Background: an optimization exercise with open tools, aiming at small area. Do not read the settings as production practice. Function was checked by simulation only, so behaviour that the tests miss may differ from the original. Power is estimated from default activity; no workload was simulated.

===== config.mk =====
export PLATFORM = sky130hd
export DESIGN_NAME = multistage_graph_shortest_path
export DESIGN_NICKNAME = multistage_graph_shortest_path
export VERILOG_FILES = /design/flow/design.v
export SDC_FILE = /design/flow/constraint.sdc
export NUM_CORES = 4
export LEC_CHECK = 0
export CAP_MARGIN = 30
export CORE_MARGIN = 2
export CORE_UTILIZATION = 40
export PLACE_DENSITY = 0.6
export SLEW_MARGIN = 40

===== constraint.sdc =====
create_clock -name core_clock -period 10.0 [get_ports {clk}]
set_input_delay 2.0000 -clock core_clock [delete_from_list [all_inputs] [get_ports {clk}]]
set_output_delay 2.0000 -clock core_clock [all_outputs]
set_load 0.01 [all_outputs]

===== design.v =====
`default_nettype none
package msgsp_pkg;
  localparam int MAX_STAGES = 16;
  localparam int MAX_NODES  = 16;
  localparam int CW         = 20;
  localparam logic [1:0] REQ_DECL  = 2'd0;
  localparam logic [1:0] REQ_EDGE  = 2'd1;
  localparam logic [1:0] REQ_SOLVE = 2'd2;
endpackage
`default_nettype wire
`default_nettype none
module multistage_graph_shortest_path #(
  parameter int COST_WIDTH = 32
) (
  input  logic            clk,
  input  logic            rst,
  input  logic            in_valid,
  output logic            in_ready,
  input  logic [30:0]     in_data,
  output logic            out_valid,
  input  logic            out_ready,
  output logic [41:0]     out_data
);
  localparam int CW = msgsp_pkg::CW;
  localparam logic [CW-1:0] SENT = {1'b0, {(CW-1){1'b1}}};
  logic [1:0] rq;
  logic [4:0] n;
  logic [3:0] f, t;
  logic [15:0] e;
  assign rq = in_data[30:29];
  assign n  = in_data[28:24];
  assign f  = in_data[23:20];
  assign t  = in_data[19:16];
  assign e  = in_data[15:0];
  logic [CW-1:0] prev_r [16];
  logic [CW-1:0] cur_r  [16];
  logic [3:0]    hist_r [240];
  logic [CW-1:0] p0, c0;
  logic [3:0]    h0;
  assign p0 = prev_r[0];
  assign c0 = cur_r[0];
  assign h0 = hist_r[0];
  logic [3:0] lo;
  logic [3:0] row;
  logic [4:0] nst;      
  logic [3:0] szm1;     
  logic       ph;       
  logic [CW-1:0] acc;   
  logic [3:0] bnode;    
  logic       emit;
  logic       ov;
  logic       tr;       
  logic       dn;       
  logic [3:0] j;
  logic [3:0] cn;
  logic is_decl, is_edge, is_solve, act;
  assign act      = in_valid && !emit;
  assign is_decl  = act && (rq == msgsp_pkg::REQ_DECL);
  assign is_edge  = act && (rq == msgsp_pkg::REQ_EDGE);
  assign is_solve = act && (rq == msgsp_pkg::REQ_SOLVE);
  logic lo_last;
  assign lo_last = (lo == 4'd15);
  logic decl_ok, xfer, decl_done;
  assign decl_ok   = (n != 5'd0) && !nst[4];
  assign xfer      = is_decl && decl_ok && ph;
  assign decl_done = xfer && lo_last;
  logic [CW-1:0] sum;
  logic edge_pre, src_ok, at_src, at_dst, lt, eq, wr;
  assign edge_pre = (nst[4] || nst[3:1] != 3'd0) && (t <= szm1);
  assign src_ok   = (p0 != SENT);
  assign sum      = p0 + {{(CW-16){e[15]}}, e};
  assign at_src   = is_edge && !ph && (lo == f);
  assign at_dst   = is_edge && ph && (lo == t) && (row == 4'(nst - 5'd1));
  assign lt       = $signed(acc) < $signed(c0);
  assign eq       = (acc == c0);
  assign wr       = at_dst && (lt || (eq && (f < h0)));
  logic scan, hit;
  assign scan = is_solve && ph;
  assign hit  = scan && (nst != 5'd0) && !lt && !eq;
  always_comb begin
    in_ready = 1'b0;
    if (!emit) begin
      unique case (rq)
        msgsp_pkg::REQ_DECL:  in_ready = !decl_ok || (ph && lo_last);
        msgsp_pkg::REQ_EDGE:  in_ready = !edge_pre || (!ph && (lo == f) && !src_ok) || at_dst;
        msgsp_pkg::REQ_SOLVE: in_ready = ph && lo_last;
        default:              in_ready = 1'b1;
      endcase
    end
  end
  logic [CW-1:0] init_c;
  assign init_c = ((nst == 5'd0) && ({1'b0, lo} < n)) ? '0 : SENT;
  always_ff @(posedge clk) begin
    for (int i = 0; i < 15; i++) begin
      prev_r[i] <= prev_r[i+1];
      cur_r[i]  <= cur_r[i+1];
    end
    for (int i = 0; i < 239; i++) hist_r[i] <= hist_r[i+1];
    prev_r[15] <= xfer ? c0 : p0;
    cur_r[15]  <= xfer ? init_c : (wr ? acc : c0);
    hist_r[239] <= wr ? f : h0;
  end
  logic found, last, need_tr;
  logic [3:0] nm1;
  assign nm1     = 4'(nst - 5'd1);
  assign found   = (acc != SENT);
  assign last    = !found || (j == nm1);
  assign need_tr = found && (j != nm1);
  assign out_valid = ov;
  assign out_data  = {j, cn, ((found && last) ? {{(32-CW){acc[CW-1]}}, acc} : 32'd0), !found, last};
  logic [3:0] arm_row;
  assign arm_row = nst[3:0] | {3'd0, nst[4]};
  always_ff @(posedge clk) begin
    if (rst) begin
      lo   <= '0;
      row  <= 4'd15;
      nst  <= '0;
      ph   <= 1'b0;
      emit <= 1'b0;
      ov   <= 1'b0;
      tr   <= 1'b0;
      dn   <= 1'b0;
    end else begin
      lo <= lo + 4'd1;
      if (lo_last) row <= (row == 4'd1) ? 4'd15 : row - 4'd1;
      if (is_decl && decl_ok) begin
        if (lo_last) ph <= !ph;
      end else if (is_solve) begin
        if (lo_last) ph <= !ph;
      end else if (is_edge) begin
        if (at_src && edge_pre && src_ok) ph <= 1'b1;
        if (at_dst) ph <= 1'b0;
      end
      if (decl_done) nst <= nst + 5'd1;
      if (scan && lo_last) begin
        emit <= 1'b1;
      end
      if (emit && !ov) begin
        if (!tr) begin
          if (!need_tr) ov <= 1'b1;
          else if (lo_last && row == arm_row) tr <= 1'b1;
        end else begin
          if (lo == cn && !dn) dn <= 1'b1;
          if (lo_last) begin
            dn <= 1'b0;
            if (row == j + 4'd1) begin
              tr <= 1'b0;
              ov <= 1'b1;
            end
          end
        end
      end
      if (ov && out_ready) begin
        ov <= 1'b0;
        if (last) begin
          emit <= 1'b0;
          nst  <= '0;
        end
      end
    end
  end
  always_ff @(posedge clk) begin
    if (decl_done) szm1 <= n[4] ? 4'd15 : 4'(n - 5'd1);
    if (at_src) acc <= sum;
    if (is_solve && !ph) begin
      acc   <= SENT;
      bnode <= '0;
      j     <= '0;
    end
    if (hit) begin
      acc   <= c0;
      bnode <= lo;
    end
    if (emit && !ov) begin
      if (!tr) cn <= bnode;
      else if (lo == cn && !dn) cn <= h0;
    end
    if (ov && out_ready && !last) j <= j + 4'd1;
  end
endmodule
`default_nettype wire

===== run.sh =====
#!/bin/bash
# synth_recipe.tcl (not shown) runs the flow's synth.tcl, then flattens the netlist and writes it again
# the make line also repeats each setting of config.mk as NAME=value (left out here)
make -C /OpenROAD-flow-scripts/flow DESIGN_CONFIG=/design/flow/config.mk WORK_HOME=/design/flow/orfs CLKGATE_MAP_FILE= SYNTH_SCRIPT=/design/flow/synth_recipe.tcl finish

==> flow_metrics.py <==
metrics = {
    "cells_and_area": {
        "nets": 2520,
        "layout.cells.non_filler": 3801,
        "area_growth_syn_to_layout_pct": 19.5,
        "drive_above_1_share_pct": 11.4,
        "finalInstanceArea_um2": 44800,
        "fillers": 7815,
        "final_cell_mix": "1,618 x dfxtp_1, 152 x clkbuf_16, 78 x clkdlybuf4s50_1",
        "fin_util_pct": 48.1,
        "final_common_cell": "dfxtp_1",
    },
    "synth": {
        "syn_area_per_cell_um2": 16.8,
        "synthMuxAreaShare_pct": 1.40,
        "yosys.area.top_type": "dfxtp_1",
        "ys_ff_latch": 1654,
        "synth-seq-area-share_pct": 89.3,
        "synth_top_area_share_pct": 86.4,
        "syn_nets": 2325,
        "synth-simple-area-share_pct": 2.69,
        "synthArstFlopShare_pct": 0,
        "synth_edf_count": 36,
        "synthCells": 2230,
        "synthAdderAreaFrac_pct": 2.02,
        "synth_ff_type": "dfxtp_1",
        "netlist_top_cells_area": "dfxtp_1 86%, edfxtp_1 2.9%, ha_1 2.0%",
        "syn_area_um2": 37500,
        "ys_types": 62,
        "ys.warnings.count": 4,
        "synth_top_family_by_area": "simple AND/OR/NAND/NOR gates",
        "synth_xor_area_share_pct": 1.40,
        "synth-compound-area-share_pct": 2.09,
    },
    "clock_tree": {
        "tritoncts": "done",
        "cts_root_buf": "clkbuf_16",
        "numClockSinks": 1654,
        "path_clk_slew_ns": 0.06,
        "postCtsHoldBufs": 0,
        "clock_path_buffers": 3,
        "post-cts-setup-buffers": 0,
        "clk_latency_ns": 0.72,
        "h-tree-depth": 4,
        "cts_resized": 0,
        "numCtsBuffers": 149,
    },
    "power_and_ir_drop": {
        "powerDensity_nw_per_um2": 277,
        "power.total_mw": 12.4,
        "seqPwrFrac_pct": 53.4,
        "worst_ir_drop_vdd_v": 0.000168,
        "power.share.clock_pct": 46.0,
        "switching_share_pct": 19.5,
        "pwr-share-comb_pct": 0.6,
        "power_leakage_nw": 18.0,
        "p_int_mw": 10.0,
        "netSwitchingPower_mw": 2.42,
    },
    "global_route": {
        "use_met1_pct": 16.4,
        "antenna_found_initial": 2,
        "grtUsageTotal_pct": 11.9,
        "grt_first_pass_wirelength_um": 87400,
        "grt_max_degree": 42,
        "grt_pass1_vias": 15595,
        "grt-ovfl-total": 0,
        "met2_usage_pct": 17.0,
        "grt_busiest_layer": "met2",
        "gr-usage-met3_pct": 3.64,
    },
    "worst_hold_path": {
        "worstHoldStart": "hist_r[188][2]$_DFF_P_",
        "min_to": "hist_r[187][2]$_DFF_P_",
        "worstHoldPathCells": 0,
        "hp-class": "reg -> reg",
    },
    "flow_run": {
        "drv_cap": 0,
    },
    "critical_path": {
        "path_max_fanout": 4,
        "worstSetupEndpointType": "output port",
        "startpoint_type": "input port",
        "rr_endpoint": "acc[8]$_DFFE_PP_",
        "r2r-start": "acc[9]$_DFFE_PP_",
        "ff2ff_path_depth": 9,
        "ff2ff_setup_slack_ns": 6.29,
        "crit_type": "in -> out",
        "worst_ep_required_time_ns": 8.00,
        "worst_ep_arrival_time_ns": 4.35,
    },
    "detailed_routing": {
        "firstDrtPassIters": 5,
        "post_drt_wl_per_cell_um": 14.6,
        "via_per_inst": 4.00,
        "drt_iter0_drc": 756,
        "drc": 0,
        "num_vias": 15205,
        "wl_um": 55400,
        "ant_nets": 0,
    },
    "sta": {
        "holdWs_ns": 0.311,
        "finClkSkew_ns": 0.0195,
        "post-route-min-period_ns": 6.35,
        "setup_ws_ns": 3.65,
        "setup_violations": 0,
        "drv_slew": 0,
        "relSlewSlack_pct": 45.2,
        "tns_ns": 0,
        "worstMarginPinSlew_ns": 0.818,
        "period_share_pct": 63.5,
        "max_freq_ghz": 0.157,
        "finalHoldViolations": 0,
        "rsz0062_at_grt": "no",
    },
    "floorplanning": {
        "start_util_pct": 40.3,
        "die-area_um2": 96200,
        "die_width_um": 310,
        "core_area_um2": 93000,
        "num_rows": 112,
        "pin_count": 79,
        "die_y_um": 310,
    },
    "placement": {
        "dp_cells": 3528,
        "dp_slack_ns": 3.70,
        "hpwl_um": 33500,
        "gp_congestion": 0.852,
        "io_buffers": 78,
        "place_area_um2": 39700,
    },
    "outcome": {
        "run_status": "finished clean",
    },
}
## state kept, by name, indices dropped and copies added (netlist names)
| register | cells |
|---|---|
| tr | 1 |
| ov | 1 |
| ph | 1 |
| acc | 20 |
| emit | 1 |
| j | 4 |
| prev_r | 320 |
| cur_r | 320 |
| szm1 | 4 |
| row | 4 |
| bnode | 4 |
| lo | 4 |
| cn | 4 |
| hist_r | 960 |
| nst | 5 |
| dn | 1 |
## how the worst max path moves through the flow
stage	endpoint	from
6_report	in_ready	in_data[24]
5_1_grt	in_ready	in_data[30]
4_1_cts	in_ready	in_data[30]
3_5_place_dp	in_ready	in_data[30]
3_3_place_gp	in_ready	in_data[17]
2_1_floorplan	in_ready	in_data[17]
## power by group through the flow
stage	clock, mW	combinational, mW	sequential, mW
4_1_cts	5.90	0.0760	6.63
6_report	5.72	0.0752	6.63
2_1_floorplan	0	0.0426	6.77
3_3_place_gp	0	0.0734	6.78
5_1_grt	6.18	0.0828	6.62
3_5_place_dp	0	0.0753	6.77
## kinds of logic after synthesis
group | Yosys count
AO/OA/AOI/OAI | 120
XOR/XNOR | 60
adder cells (fa/ha/maj) | 60
buffers and inverters | 88
flip-flops | 1654
multiplexers | 49
AND/OR/NAND/NOR | 199
## cell type report
| type | instances | area [um2] | share of cell area (%) |
|---|---|---|---|
| repair buffers | 83 | 818 | 1.83 |
| multi-input cells | 488 | 3620 | 8.07 |
| well taps | 1254 | 1570 | 3.50 |
| clock inverters | 69 | 886 | 1.98 |
| diodes | 2 | 5.00 | 0.0112 |
| clock buffers | 202 | 4230 | 9.45 |
| inverters | 49 | 184 | 0.411 |
| flip-flops and latches | 1654 | 33500 | 74.7 |
## worst max-delay path, stage by stage
cell and delay (ns):
clkdlybuf4s50_1 0.52, inv_1 0.07, ha_1 0.19, a31oi_1 0.59, nor2_1 0.14, nor3_1 0.18
nor2_1 0.06, o31a_1 0.11, clkdlybuf4s50_1 0.48
## routing by layer
metal	part of all wire, %	up-vias
met5	0.032	-
met4	3.2	2
met3	5.6	137
met2	42	294
met1	49	7211
li1	-	7561
## cells in the mapped netlist, types with 2 or more instances
library cell,number
a211oi_1,4
a21boi_0,2
a21o_1,8
a21oi_1,26
a31oi_1,18
a41oi_1,3
and2_1,20
and3_1,2
buf_2,11
buf_4,13
buf_6,2
clkbuf_1,12
dfxtp_1,1618
edfxtp_1,36
ha_1,59
inv_1,48
mux2_1,4
mux2_2,24
mux2i_1,21
nand2_1,34
nand2b_1,11
nand3_1,13
nand3b_1,3
nand4_1,15
nand4b_1,2
nor2_1,58
nor2b_1,9
nor3_1,15
nor3_2,4
nor4_1,5
o211ai_1,3
o21a_1,2
o21ai_0,13
o21ai_1,20
o21bai_1,2
o22a_1,4
or2_2,3
xnor2_1,30
xor2_1,30

==> re-timing with driven ports <==
Ports are ideal in the flow. The routed layout listed here was re-timed in OpenROAD.
Step 1: set_driving_cell puts a clkbuf_16 on clk and a buf_2 on each other input, an assumption about the parent block.
Step 2 moves the port delays by t, midway between the first and last clock arrival at a register: inputs arrive t later, outputs are due t later. That takes back most of the time a late clock gives input paths.
Slacks: no drivers / after step 1 / after step 2; pairs: no drivers / after step 1.
t (ns): 0.771
slack for setup (ns): 3.648 / 3.560 / 3.560
worst setup path after step 2: input to output
clock arrival spread, ns: 0.024 / 0.024
pins driven straight from the clock port: 1
After both steps setup and hold are still met in this run. The setup slack of this run moves by -0.088 ns with the drivers and by -0.088 ns with both steps.
